Context: an optimization exercise on an open-source flow, tuned for small area. The choices shown serve that exercise and are no tape-out recipe. Only simulation tests tie the RTL to the original design; equivalence was not proved. No activity file was given, so power comes from the tool's default toggle rates. The clock port is modelled as an ideal driver; clocking choices that lean on that would not hold on a real chip.

violet:
Design load_input_buffer, start of the top module:
module load_input_buffer #(
  parameter int IN_W       = 8,
  parameter int IMG_BITS   = 784,
  parameter int RD_W       = 1,
  parameter int DOUBLE_BUF = 1,
  localparam int WORDS     = IMG_BITS / IN_W,
  localparam int RDEPTH    = IMG_BITS / RD_W,
  localparam int RA_W      = (RDEPTH > 1) ? $clog2(RDEPTH) : 1,
  localparam int WC_W      = (WORDS > 1) ? $clog2(WORDS) : 1
) (
  input  logic            clk,
  input  logic            rst,
  input  logic            trigger,
  input  logic [IN_W-1:0] data,
  input  logic [RA_W-1:0] addr,
  output logic [RD_W-1:0] q,
  output logic            ready,
  input  logic            release_i,
  output logic            loading,
  output logic            drop,
  output logic [WC_W-1:0] wr_cnt
);
export LEC_CHECK = 0
export CAP_MARGIN = 0
export CORE_MARGIN = 2
export CORE_UTILIZATION = 60
export CTS_BUF_LIST = sky130_fd_sc_hd__clkbuf_16
export CTS_CLUSTER_DIAMETER = 80
export CTS_CLUSTER_SIZE = 30
export SLEW_MARGIN = 0
export SYNTH_HIERARCHICAL = 1
export SYNTH_MINIMUM_KEEP_SIZE = 0
create_clock -name core_clock -period 6.0 [get_ports {clk}]
standard.sh (not shown) runs the stock make flow with config.mk's settings and CLKGATE_MAP_FILE= SYNTH_SCRIPT=/design/flow/synth_recipe.tcl, a recipe that flattens the netlist after the stock synthesis.
==> flow/flow/run.sh <==
#!/bin/bash
set -euo pipefail
export BUFFER_PORTS_ARGS="-buffer_cell sky130_fd_sc_hd__buf_1"
export RECOVER_POWER=100
bash standard.sh > standard.log 2>&1
Completing all stages was not enough for violet: its layout failed the final checks because of capacitance limit, slew limit.
Changes in yarrow relative to violet:
==> flow/run.sh (new file) <==
#!/bin/bash
# synth_recipe.tcl (not shown) runs the flow's synth.tcl, then flattens the netlist and writes it again
# the make line also repeats each setting of config.mk as NAME=value (left out here)
make -C /OpenROAD-flow-scripts/flow DESIGN_CONFIG=/design/flow/config.mk WORK_HOME=/design/flow/orfs CLKGATE_MAP_FILE= SYNTH_SCRIPT=/design/flow/synth_recipe.tcl finish
removed: flow/flow/run.sh
removed: flow/standard.sh
Notes after the runs:
yarrow reached the final stage; the timing, design-rule and antenna checks on its layout passed. Comparing violet and yarrow, the lower final-stage net count is on violet. Changes observed in yarrow relative to violet: static leakage power went up by 0.38 nW; area of the multi-input gates now larger. Compared yarrow against violet; combinational power within noise. Register-to-register slack for yarrow: 1.43 ns up relative to violet. As far as placement row count goes, violet and yarrow are indistinguishable; the numbers are identical.
What cedar does differently from yarrow at the input level:
- CAP_MARGIN now 20, was 0
- CORE_UTILIZATION now 40, was 60
- CTS_CLUSTER_DIAMETER no longer set, was 80
- SLEW_MARGIN now 20, was 0
- CTS_BUF_LIST no longer set, was sky130_fd_sc_hd__clkbuf_16
- CTS_CLUSTER_SIZE no longer set, was 30
==> comparison <==
When cedar is set beside yarrow, its HPWL after detailed placement turns out to be about 1% larger.
In the reports for cedar and yarrow, the larger total power belongs to cedar.
Relative to yarrow, net switching fraction of the power has decreased by 1.1 points in cedar.
--- input diff cedar..raven ---
- CTS_CLUSTER_SIZE now 30, previously not set
- SLEW_MARGIN now 0, was 20
- CTS_BUF_LIST now sky130_fd_sc_hd__clkbuf_16, previously not set
- CTS_CLUSTER_DIAMETER now 80, previously not set
- CAP_MARGIN now 0, was 20
- CORE_UTILIZATION now 60, was 40
==> flow/flow/run.sh (new file) <==
#!/bin/bash
set -euo pipefail
export CTS_ARGS="-sink_clustering_enable -repair_clock_nets -dont_use_dummy_load -buf_list sky130_fd_sc_hd__clkbuf_16 -sink_clustering_size 30 -sink_clustering_max_diameter 80"
export BUFFER_PORTS_ARGS="-buffer_cell sky130_fd_sc_hd__buf_1"
bash standard.sh > standard.log 2>&1
==> flow/standard.sh (new file) <==
#!/bin/bash
# synth_recipe.tcl (not shown) runs the flow's synth.tcl, then flattens the netlist and writes it again
# the make line also repeats each setting of config.mk as NAME=value (left out here)
make -C /OpenROAD-flow-scripts/flow DESIGN_CONFIG=/design/flow/config.mk WORK_HOME=/design/flow/orfs CLKGATE_MAP_FILE= SYNTH_SCRIPT=/design/flow/synth_recipe.tcl "${@:-finish}"
removed: flow/run.sh
==> comparison <==
- Worst setup slack (higher): cedar
- Looking at critical path's slowest cell, the sky130_fd_sc_hd__nand2_1 result is from raven; the sky130_fd_sc_hd__clkdlybuf4s50_1 one comes from cedar.
- Sort raven and cedar by wire length of the first global-routing pass asc -> top: raven
- In raven, the half-perimeter wire length after detailed placement came out about 10% below the value in cedar.
- [compare] base=cedar new=raven: global-route track usage on met1 went up 15 points, via count moved down, fmax went down by 2.4%.
--- input diff raven..juniper ---
- setting GPL_TIMING_DRIVEN to 0 for the first time
==> flow/run.sh (new file) <==
#!/bin/bash
# synth_recipe.tcl (not shown) runs the flow's synth.tcl, then flattens the netlist and writes it again
# the make line also repeats each setting of config.mk as NAME=value (left out here)
make -C /OpenROAD-flow-scripts/flow DESIGN_CONFIG=/design/flow/config.mk WORK_HOME=/design/flow/orfs CLKGATE_MAP_FILE= SYNTH_SCRIPT=/design/flow/synth_recipe.tcl finish
removed: flow/flow/run.sh
removed: flow/standard.sh
==> comparison <==
Ran to the end and failed final checks on capacitance limit, slew limit: juniper.
juniper has proportion of layout cells with a drive suffix above 1 above what raven had.
Area growth from synthesis to layout in juniper is 3.8 points higher than in raven
juniper vs. raven: sequential share of cell area went down by 2.2 points.
For the share of power burned in registers, juniper came in 0.7 points lower than raven did.
juniper: number of buffer and inverter instances along the worst setup path 1 above raven
juniper: setup slack of the most critical reg-to-reg path lower than raven

========
## run A
The RTL this note starts from:
==> flow/design.v <==
module load_input_buffer #(
  parameter int IN_W       = 8,
  parameter int IMG_BITS   = 784,
  parameter int RD_W       = 1,
  parameter int DOUBLE_BUF = 1,
  localparam int WORDS     = IMG_BITS / IN_W,
  localparam int RDEPTH    = IMG_BITS / RD_W,
  localparam int RA_W      = (RDEPTH > 1) ? $clog2(RDEPTH) : 1,
  localparam int WC_W      = (WORDS > 1) ? $clog2(WORDS) : 1
) (
  input  logic            clk,
  input  logic            rst,
  input  logic            trigger,
  input  logic [IN_W-1:0] data,
  input  logic [RA_W-1:0] addr,
  output logic [RD_W-1:0] q,
  output logic            ready,
  input  logic            release_i,
  output logic            loading,
  output logic            drop,
  output logic [WC_W-1:0] wr_cnt
);
  localparam int WB = IMG_BITS - IN_W;             
  localparam logic [WC_W-1:0] LAST_CNT = WC_W'(WORDS - 1);
  logic [WB-1:0]       w_q;        
  logic [IN_W-1:0]     l_q;        
  logic [IMG_BITS-1:0] r_q;        
  logic                r_full_q;   
  logic                w_full_q;   
  logic [WC_W-1:0]     cnt_q;
  logic                drop_q;
  logic [RD_W-1:0]     q_q;
  logic wr_ok, last, rel, shift, done, to_r, to_l, ld_r;
  assign wr_ok = trigger & ~w_full_q;
  assign last  = (cnt_q == LAST_CNT);
  assign rel   = release_i & r_full_q;
  assign shift = wr_ok & ~last;
  assign done  = wr_ok & last;
  assign to_r  = done & (~r_full_q | rel);
  assign to_l  = done & r_full_q & ~rel;
  assign ld_r  = to_r | (rel & w_full_q);
  always_ff @(posedge clk) begin
    if (rst) begin
      cnt_q    <= '0;
      r_full_q <= 1'b0;
      w_full_q <= 1'b0;
      drop_q   <= 1'b0;
    end else begin
      if (done)       cnt_q <= '0;
      else if (shift) cnt_q <= cnt_q + 1'b1;
      r_full_q <= ld_r | (r_full_q & ~rel);
      w_full_q <= to_l | (w_full_q & ~rel);
      drop_q   <= trigger & w_full_q;
    end
  end
  logic p_q;
  logic [IN_W-1:0] dx;
  assign dx = data ^ {IN_W{p_q}};
  always_ff @(posedge clk) begin
    if (rst) p_q <= 1'b0;
    else     p_q <= ~p_q;
  end
  logic shift_n, to_l_n, ld_r_n;
  assign shift_n = ~shift;
  assign to_l_n  = ~to_l;
  assign ld_r_n  = ~ld_r;
  logic [WB-1:0]       w_d;
  logic [IN_W-1:0]     l_d;
  logic [IMG_BITS-1:0] r_d, r_src;
  logic [WB-1:0]       w_src;
  assign w_src = {dx, w_q[WB-1:IN_W]};
  assign r_src = {(w_full_q ? l_q : dx), w_q};
  for (genvar i = 0; i < WB; i++) begin : g_w
    lib_oai22 u_m (.a1(shift), .a2(w_q[i]), .b1(shift_n), .b2(w_src[i]), .y(w_d[i]));
  end
  for (genvar i = 0; i < IN_W; i++) begin : g_l
    lib_oai22 u_m (.a1(to_l), .a2(l_q[i]), .b1(to_l_n), .b2(dx[i]), .y(l_d[i]));
  end
  for (genvar i = 0; i < IMG_BITS; i++) begin : g_r
    lib_oai22 u_m (.a1(ld_r), .a2(r_q[i]), .b1(ld_r_n), .b2(r_src[i]), .y(r_d[i]));
  end
  always_ff @(posedge clk) begin
    w_q <= w_d;
    l_q <= l_d;
    r_q <= r_d;
  end
  localparam int NCOL = 32;
  localparam int NROW = (IMG_BITS + NCOL - 1) / NCOL;    
  logic [NCOL-1:0] col_n;
  logic [NROW-1:0] row_n, term;
  logic            valid, rd_inv;
  for (genvar c = 0; c < NCOL; c++) begin : g_col
    assign col_n[c] = ~(addr[4:0] == 5'(c));
  end
  for (genvar r = 0; r < NROW; r++) begin : g_row
    assign row_n[r] = ~(addr[RA_W-1:5] == (RA_W-5)'(r));
  end
  for (genvar r = 0; r < NROW; r++) begin : g_rd
    localparam int NB = (IMG_BITS - r*NCOL < NCOL) ? IMG_BITS - r*NCOL : NCOL;   
    if (NB == NCOL) begin : g_f
      lib_rd_row #(.N(NCOL)) u_r (.col_n(col_n), .bits(r_q[r*NCOL +: NCOL]), .row_n(row_n[r]), .y(term[r]));
    end else begin : g_h
      lib_rd_row #(.N(NB)) u_r (.col_n(col_n[NB-1:0]), .bits(r_q[r*NCOL +: NB]), .row_n(row_n[r]), .y(term[r]));
    end
  end
  assign valid  = (addr < RA_W'(RDEPTH));
  assign rd_inv = |term;
  always_ff @(posedge clk) begin
    if (rst) q_q <= '0;
    else     q_q <= valid & ~(rd_inv ^ p_q);
  end
  assign q       = q_q;
  assign ready   = r_full_q;
  assign drop    = drop_q;
  assign wr_cnt  = cnt_q;
  assign loading = (cnt_q != '0);
endmodule
module lib_oai22 (
  input  logic a1,
  input  logic a2,
  input  logic b1,
  input  logic b2,
  output logic y
);
  assign y = ~((a1 | a2) & (b1 | b2));
endmodule
module lib_rd_row #(
  parameter int N = 32
) (
  input  logic [N-1:0] col_n,
  input  logic [N-1:0] bits,
  input  logic         row_n,
  output logic         y
);
  assign y = ~row_n & |(~col_n & ~bits);
endmodule
clock: 6.0 ns
lec_check: 0
cap_margin: 20
core_margin: 2
core_utilization: 60
cts_buf_list: sky130_fd_sc_hd__clkbuf_16
cts_cluster_diameter: 100
cts_cluster_size: 25
slew_margin: 20
synth_hierarchical: 1
synth_minimum_keep_size: 0
run.sh (not shown) runs the stock make flow with config.mk's settings and CLKGATE_MAP_FILE= SYNTH_SCRIPT=/design/flow/synth_recipe.tcl, a recipe that flattens the netlist after the stock synthesis.
Stock flow here: none of the scripts above is used.
Input-level comparison between run B and run A:
- removing CTS_CLUSTER_SIZE (formerly 25)
- changing CTS_BUF_LIST from sky130_fd_sc_hd__clkbuf_16 to sky130_fd_sc_hd__clkbuf_4
- removing CTS_CLUSTER_DIAMETER (formerly 100)
Final critical delay including setup and external delays (higher): run A. Run A vs run B, startpoint of the most critical setup path: addr[4] vs addr[3]. Between run A and run B, combinational group share of total power is higher for run A, run B comes in under that. On leakage power of the design, run A beats run B. Delta (run B minus run A): worst hold slack moved down, total track usage saw an increase, clock skew now sits higher. Run B vs run A: sequential cell area share down. Re count of plain and timing-repair buffers: no difference whatsoever between run B and run A.
Edits applied to the flow inputs when going from run B to run C:
- CTS_CLUSTER_DIAMETER newly set to 60
- CORE_UTILIZATION changed from 60 to 65
- CTS_BUF_LIST changed from sky130_fd_sc_hd__clkbuf_4 to sky130_fd_sc_hd__clkbuf_16
- CTS_CLUSTER_SIZE newly set to 36
- CAP_MARGIN changed from 20 to 0
- SLEW_MARGIN changed from 20 to 0
==> run summary <==
Run C was carried through to the last stage, and its layout satisfied the timing, design-rule and antenna checks. From run B to run C the numbers moved as follows: total cell area at the placement stage lower; signed area change from the synthesized netlist to the final layout now smaller; met1 track utilization from global routing now sits lower.

re-timing with driven ports:
The flow's constraints put no driver on any port. The routed layouts listed below were extracted and timed again, unchanged, in two steps.
Step 1 sets driving cells, clkbuf_16 on the clock port and buf_2 on the other inputs (assumed; they add their load-dependent delay and slew).
Step 2 adds t to the input delays and takes it off the output delays; t is the mean of the earliest and latest rising clock arrival at the registers after step 1. Input paths then give back, and output paths get back, about the clock's delay inside the block.
Slacks: no drivers / after step 1 / after step 2; pairs: no drivers / after step 1.
| run | t (ns) | setup WS [ns] | latest minus earliest clock arrival (ns) | worst register clock-pin slew, ns | worst data-port slew with drivers (ns) |
|---|---|---|---|---|---|
| violet | 0.739 | 0.930 / 0.930 / 0.268 | 0.040 / 0.040 | 0.11 / 0.11 | 0.06 |
| yarrow | 0.746 | 1.253 / 1.219 / 0.473 | 0.031 / 0.031 | 0.12 / 0.12 | 0.16 |
| cedar | 0.827 | 1.248 / 1.297 / 0.470 | 0.044 / 0.044 | 0.07 / 0.07 | 0.12 |
| raven | 0.729 | 1.129 / 1.141 / 0.412 | 0.039 / 0.040 | 0.11 / 0.11 | 0.06 |
| juniper | 0.742 | 0.532 / 0.578 / -0.164 | 0.029 / 0.028 | 0.11 / 0.11 | 0.05 |
| run A | 0.730 | 1.149 / 1.108 / 0.378 | 0.025 / 0.024 | 0.10 / 0.10 | 0.17 |
| run B | 1.227 | 1.545 / 1.499 / 0.272 | 0.120 / 0.120 | 0.08 / 0.08 | 0.17 |
| run C | 0.743 | 1.320 / 1.194 / 0.451 | 0.033 / 0.032 | 0.12 / 0.12 | 0.20 |
For run B, which loses most, drivers alone change the setup slack by -0.046 ns; drivers and shift together by -1.273 ns.
